This is an optimization exercise on Yosys and OpenROAD, whose aim is small area, not a production implementation.
Function was checked by simulation only, so behaviour that the tests miss may differ from the original.

==> 12-18: inputs <==
// inst_buffer_top
module inst_buffer_top (
    input  logic         clock,
    input  logic         reset,
    input  logic         flush_i,
    input  logic [259:0] if_packet_i,
    input  logic [1:0]   if_valid_num_i,
    input  logic [1:0]   id_ready_num_i,
    output logic [3:0]   buffer_free_o,
    output logic [259:0] id_packet_o,
    output logic [1:0]   id_valid_num_o
);
==> module inst_buffer, before the edit <==
module inst_buffer #(
    parameter int WAY   = 2,
    parameter int DEPTH = 8,
    parameter int PTR_W = $clog2(DEPTH),
    parameter int NW    = $clog2(WAY + 1),
    parameter int PKT_W = 130
) (
    input  logic                 clock,
    input  logic                 reset,
    input  logic                 flush_i,
    input  logic [WAY*PKT_W-1:0] if_packet_i,
    input  logic [NW-1:0]        if_valid_num_i,
    output logic [PTR_W:0]       buffer_free_o,
    input  logic [NW-1:0]        id_ready_num_i,
    output logic [WAY*PKT_W-1:0] id_packet_o,
    output logic [NW-1:0]        id_valid_num_o
);
    localparam int DW = PKT_W - 1;
    logic [7:0] head_q;    
    logic [7:0] tail_q;    
    logic [3:0] cnt_q;
    logic [1:0] vo, dq, enq;
    always_comb begin
        if (flush_i)            vo = 2'd0;
        else if (cnt_q >= 4'd2) vo = 2'd2;
        else                    vo = cnt_q[1:0];
        dq = (id_ready_num_i < vo) ? id_ready_num_i : vo;
        if (flush_i)            enq = 2'd0;
        else if (cnt_q <= 4'd6) enq = if_valid_num_i;
        else if (cnt_q == 4'd7) enq = (if_valid_num_i != 2'd0) ? 2'd1 : 2'd0;
        else                    enq = 2'd0;
    end
    function automatic logic [7:0] rot(input logic [7:0] v, input logic [1:0] n);
        case (n)
            2'd1:    rot = {v[6:0], v[7]};
            2'd2:    rot = {v[5:0], v[7:6]};
            default: rot = v;
        endcase
    endfunction
    always_ff @(posedge clock or posedge reset) begin
        if (reset) begin
            head_q <= 8'd1;
            tail_q <= 8'd1;
            cnt_q  <= '0;
        end else if (flush_i) begin
            head_q <= 8'd1;
            tail_q <= 8'd1;
            cnt_q  <= '0;
        end else begin
            head_q <= rot(head_q, dq);
            tail_q <= rot(tail_q, enq);
            cnt_q  <= cnt_q + 4'(enq) - 4'(dq);
        end
    end
    assign id_valid_num_o = vo;
    assign buffer_free_o  = 4'd8 - cnt_q;
    logic [DW-1:0] in0, in1;
    assign in0 = if_packet_i[0 +: DW];
    assign in1 = if_packet_i[PKT_W +: DW];
    logic [DW-1:0] bank0 [4];
    logic [DW-1:0] bank1 [4];
    logic [DW-1:0] wd0, wd1;
    logic          t_odd, h_odd;
    assign t_odd = tail_q[1] | tail_q[3] | tail_q[5] | tail_q[7];
    assign h_odd = head_q[1] | head_q[3] | head_q[5] | head_q[7];
    assign wd0 = ~(t_odd ? in1 : in0);
    assign wd1 = ~(t_odd ? in0 : in1);
    logic [7:0] we;
    assign we = ((enq != 2'd0) ? tail_q : 8'd0)
              | ((enq == 2'd2) ? {tail_q[6:0], tail_q[7]} : 8'd0);
    always_ff @(posedge clock) begin
        for (int r = 0; r < 4; r++) begin
            if (we[2*r])   bank0[r] <= wd0;
            if (we[2*r+1]) bank1[r] <= wd1;
        end
    end
    logic [3:0] s0, s1;
    always_comb begin
        for (int r = 0; r < 4; r++) begin
            s0[r] = head_q[2*r] | head_q[(2*r+7)%8];
            s1[r] = head_q[2*r] | head_q[2*r+1];
        end
    end
    logic [DW-1:0] x0, x1;
    always_comb begin
        x0 = '0;
        x1 = '0;
        for (int r = 0; r < 4; r++) begin
            x0 = x0 | (bank0[r] & {DW{s0[r]}});
            x1 = x1 | (bank1[r] & {DW{s1[r]}});
        end
    end
    assign id_packet_o[0 +: DW]     = ~(h_odd ? x1 : x0);
    assign id_packet_o[PKT_W +: DW] = ~(h_odd ? x0 : x1);
    assign id_packet_o[DW]          = (vo != 2'd0);
    assign id_packet_o[PKT_W + DW]  = (vo == 2'd2);
endmodule
Settings: LEC_CHECK=0, CAP_MARGIN=20, CORE_MARGIN=2, CORE_UTILIZATION=40, SLEW_MARGIN=20; clock period 6.0 ns.
standard.sh (not shown) runs the stock make flow with config.mk's settings and CLKGATE_MAP_FILE= SYNTH_SCRIPT=/design/flow/synth_recipe.tcl, a recipe that flattens the netlist after the stock synthesis.
==> flow/flow/run.sh <==
#!/bin/bash
# Standard layout, with the port buffers made from the smallest buffer cell.
export BUFFER_PORTS_ARGS="-buffer_cell sky130_fd_sc_hd__buf_1"
bash standard.sh > standard.log 2>&1
==> 03-21: changes against 12-18 <==
--- a/flow/design.v
+++ b/flow/design.v
@@ -19,3 +19,3 @@
     logic [7:0] head_q;    
-    logic [7:0] tail_q;    
+    logic [2:0] tail_q;    
     logic [3:0] cnt_q;
@@ -42,3 +42,3 @@
             head_q <= 8'd1;
-            tail_q <= 8'd1;
+            tail_q <= 3'd0;
             cnt_q  <= '0;
@@ -46,3 +46,3 @@
             head_q <= 8'd1;
-            tail_q <= 8'd1;
+            tail_q <= 3'd0;
             cnt_q  <= '0;
@@ -50,3 +50,3 @@
             head_q <= rot(head_q, dq);
-            tail_q <= rot(tail_q, enq);
+            tail_q <= tail_q + 3'(enq);
             cnt_q  <= cnt_q + 4'(enq) - 4'(dq);
@@ -63,3 +63,3 @@
     logic          t_odd, h_odd;
-    assign t_odd = tail_q[1] | tail_q[3] | tail_q[5] | tail_q[7];
+    assign t_odd = tail_q[0];
     assign h_odd = head_q[1] | head_q[3] | head_q[5] | head_q[7];
@@ -67,5 +67,7 @@
     assign wd1 = ~(t_odd ? in0 : in1);
-    logic [7:0] we;
-    assign we = ((enq != 2'd0) ? tail_q : 8'd0)
-              | ((enq == 2'd2) ? {tail_q[6:0], tail_q[7]} : 8'd0);
+    logic [7:0] we, t_oh;
+    always_comb
+        for (int e = 0; e < 8; e++) t_oh[e] = (tail_q == 3'(e));
+    assign we = ((enq != 2'd0) ? t_oh : 8'd0)
+              | ((enq == 2'd2) ? {t_oh[6:0], t_oh[7]} : 8'd0);
     always_ff @(posedge clock) begin
==> flow/flow/run.sh (replaced) <==
#!/bin/bash
# Standard layout (the standard.sh), with two changes:
#  - the port buffers are made from the smallest buffer cell, buf_1;
#  - clock tree synthesis clusters up to 25 sinks per leaf buffer and
#    inserts no dummy loads.
export BUFFER_PORTS_ARGS="-buffer_cell sky130_fd_sc_hd__buf_1"
export CTS_ARGS="-sink_clustering_enable -repair_clock_nets -dont_use_dummy_load -sink_clustering_size 25 -sink_clustering_max_diameter 100"
bash standard.sh > standard.log 2>&1
Settings changed: CORE_UTILIZATION 40 to 70.
==> 06-03: changes against 12-18 <==
==> flow/design.v (replaced) <==
module inst_buffer #(
    parameter int WAY   = 2,
    parameter int DEPTH = 8,
    parameter int PTR_W = $clog2(DEPTH),
    parameter int NW    = $clog2(WAY + 1),
    parameter int PKT_W = 130
) (
    input  logic                 clock,
    input  logic                 reset,
    input  logic                 flush_i,
    input  logic [WAY*PKT_W-1:0] if_packet_i,
    input  logic [NW-1:0]        if_valid_num_i,
    output logic [PTR_W:0]       buffer_free_o,
    input  logic [NW-1:0]        id_ready_num_i,
    output logic [WAY*PKT_W-1:0] id_packet_o,
    output logic [NW-1:0]        id_valid_num_o
);
    localparam int VALID_BIT = PKT_W - 1;
    logic [PKT_W-1:0] entry_q [DEPTH];
    logic [PKT_W-1:0] in_pkt  [WAY];
    logic [PKT_W-1:0] out_pkt [WAY];
    for (genvar g = 0; g < WAY; g++) begin : g_port
        assign in_pkt[g]                     = if_packet_i[g*PKT_W +: PKT_W];
        assign id_packet_o[g*PKT_W +: PKT_W] = out_pkt[g];
    end
    logic [PTR_W:0]   head_q, head_d;
    logic [PTR_W:0]   tail_q, tail_d;
    logic [PTR_W:0]   count_q, count_d;
    logic [NW-1:0]    vnum;
    logic [WAY-1:0]   we;
    logic [PTR_W-1:0] widx [WAY];
    always_comb begin : ctrl
        int cnt, nin, rdy, vo, dq, enq, byp;
        cnt = int'(count_q);
        nin = int'(if_valid_num_i);
        rdy = int'(id_ready_num_i);
        vo = (cnt < WAY) ? cnt : WAY;
        if (flush_i) vo = 0;
        dq  = (vo < rdy) ? vo : rdy;
        enq = (nin < DEPTH - cnt) ? nin : DEPTH - cnt;
        if (flush_i) enq = 0;
        byp = (dq > cnt) ? dq - cnt : 0;
        vnum    = NW'(vo);
        head_d  = head_q + (PTR_W+1)'(dq - byp);
        tail_d  = tail_q + (PTR_W+1)'(enq - byp);
        count_d = count_q + (PTR_W+1)'(enq - byp)
                - (PTR_W+1)'(dq - byp);
        for (int i = 0; i < WAY; i++) begin
            we[i]   = (i >= byp) && (i < enq);
            widx[i] = tail_q[PTR_W-1:0] + PTR_W'(i - byp);
        end
        if (flush_i) begin
            head_d  = '0;
            tail_d  = '0;
            count_d = '0;
        end
    end
    always_comb begin : outp
        id_valid_num_o = vnum;
        buffer_free_o  = (PTR_W+1)'(DEPTH) - count_q;
        for (int i = 0; i < WAY; i++) begin
            out_pkt[i] =
                entry_q[head_q[PTR_W-1:0] + PTR_W'(i)];
            out_pkt[i][VALID_BIT] = (i < int'(vnum));
        end
    end
    always_ff @(posedge clock or posedge reset) begin
        if (reset) begin
            head_q  <= '0;
            tail_q  <= '0;
            count_q <= '0;
        end else begin
            head_q  <= head_d;
            tail_q  <= tail_d;
            count_q <= count_d;
        end
    end
    always_ff @(posedge clock) begin
        for (int i = 0; i < WAY; i++) begin
            if (we[i]) entry_q[widx[i]] <= in_pkt[i];
        end
    end
endmodule
module inst_buffer_top (
    input  logic         clock,
    input  logic         reset,
    input  logic         flush_i,
    input  logic [259:0] if_packet_i,
    input  logic [1:0]   if_valid_num_i,
    input  logic [1:0]   id_ready_num_i,
    output logic [3:0]   buffer_free_o,
    output logic [259:0] id_packet_o,
    output logic [1:0]   id_valid_num_o
);
    inst_buffer #(.WAY(2), .DEPTH(8)) u_buf (
        .clock          (clock),
        .reset          (reset),
        .flush_i        (flush_i),
        .if_packet_i    (if_packet_i),
        .if_valid_num_i (if_valid_num_i),
        .buffer_free_o  (buffer_free_o),
        .id_ready_num_i (id_ready_num_i),
        .id_packet_o    (id_packet_o),
        .id_valid_num_o (id_valid_num_o)
    );
endmodule
==> flow/run.sh (new file) <==
#!/bin/bash
# synth_recipe.tcl (not shown) runs the flow's synth.tcl, then flattens the netlist and writes it again
# the make line also repeats each setting of config.mk as NAME=value (left out here)
make -C /OpenROAD-flow-scripts/flow DESIGN_CONFIG=/design/flow/config.mk WORK_HOME=/design/flow/orfs CLKGATE_MAP_FILE= SYNTH_SCRIPT=/design/flow/synth_recipe.tcl finish
removed: flow/flow/run.sh
removed: flow/standard.sh
==> results.toml <==
[status]
run_status = "no timing/DRC/antenna violations"

[global_route]
antenna_found_initial = 38

[floorplanning]
dieArea_sq_mm = 0.154
die_w_um = 392

[power_and_ir_drop]
total_power_w = 0.0467

[drt]
route.met2.wl_um = 86600
vias = 35600

[layout]
buffers = 810
multi_input_gates = 1962
seq_area_share_pct = 41.8

[critical_path]
worstPathCellList = "clkdlybuf4s50_1 -> inv_1 -> and3_4 -> nand2b_1 -> a21oi_2 -> mux2i_2 -> inv_2 -> ha_4 -> nand2_2 -> o32a_1 -> nand2b_4 -> inv_1 -> ha_1 -> inv_1 -> ha_1 -> xor2_1 -> xnor2_1 -> xor2_1 -> a21oi_1 -> buf_4 -> nand2_4 -> buf_12 -> buf_12 -> mux2_1"
worst_path_max_delay_cell = "clkdlybuf4s50_1"

[synth]
synthXorXnorAreaFrac_pct = 0.314
-- figures above: 06-03

==> results.toml <==
[layout]
seq_area_share_pct = 66.6
clkbuf_count = 47
area_delta_synth_final_pct = 9.37
buffers = 573

[power_and_ir_drop]
total_power_w = 0.0208

[synth]
synthXorXnorAreaFrac_pct = 0.122

[status]
run_status = "no timing/DRC/antenna violations"

[critical_path]
worstPathCellList = "nor4_2 -> buf_12 -> buf_12 -> nand3_1 -> o21ai_0 -> buf_1"
worst_setup_path_start_kind = "flip-flop"
worst_path_max_delay_cell = "nor4_2"
cp_common_cell = "buf_12"

[global_route]
grtUsageTotal_pct = 35.4

[drt]
vias = 28700
route.met2.wl_um = 55900

[floorplanning]
die_w_um = 252
dieArea_sq_mm = 0.0636
-- figures above: 03-21

==> results.toml <==
[power_and_ir_drop]
total_power_w = 0.0259

[layout]
multi_input_gates = 1675
seq_area_share_pct = 62.2
buffers = 577

[floorplanning]
dieArea_sq_mm = 0.111
fp-row-count = 120
die_w_um = 334

[synth]
synthXorXnorAreaFrac_pct = 0.0805

[critical_path]
worstPathCellList = "or2_4 -> buf_4 -> a22oi_1 -> nand3_1 -> o21ai_0 -> buf_1"
end_kind = "primary output"
worstSetupPathDepth = 6
worst_path_max_delay_cell = "or2_4"

[status]
run_status = "no timing/DRC/antenna violations"

[drt]
vias = 27900
route.met2.wl_um = 60400

[global_route]
antenna_found_initial = 25

[min_path]
hold_path.startpoint = "u_buf.head_q[0]$_DFFE_PP1P_"
-- figures above: 12-18

-- port drivers added, routing unchanged --
Ports are ideal in the flow. The routed layouts listed here were re-timed in OpenROAD.
Step 1: set_driving_cell puts a clkbuf_16 on clock and a buf_2 on each other input, an assumption about the parent block.
Step 2 moves the port delays by t, midway between the first and last clock arrival at a register: inputs arrive t later, outputs are due t later. That takes back most of the time a late clock gives input paths.
Three values: ideal, step 1, step 2; two values: the first two.
run | t, ns | setup slack, ns | hold slack, ns | latest minus earliest clock arrival (ns) | worst data-port slew with drivers (ns)
12-18 | 0.738 | 1.270 / 1.203 / 1.907 | 0.569 / 0.569 / 0.569 | 0.033 / 0.033 | 0.18
03-21 | 0.680 | 1.356 / 1.291 / 1.408 | 0.592 / 0.592 / 0.592 | 0.044 / 0.044 | 0.13
06-03 | 0.816 | 0.622 / 0.545 / -0.143 | 0.668 / 0.668 / 0.668 | 0.034 / 0.034 | 0.13
Met with ideal ports but missed after step 2: setup timing in 06-03. The setup slack of 06-03, which loses most, moves by -0.077 ns with the drivers and by -0.765 ns with both steps.
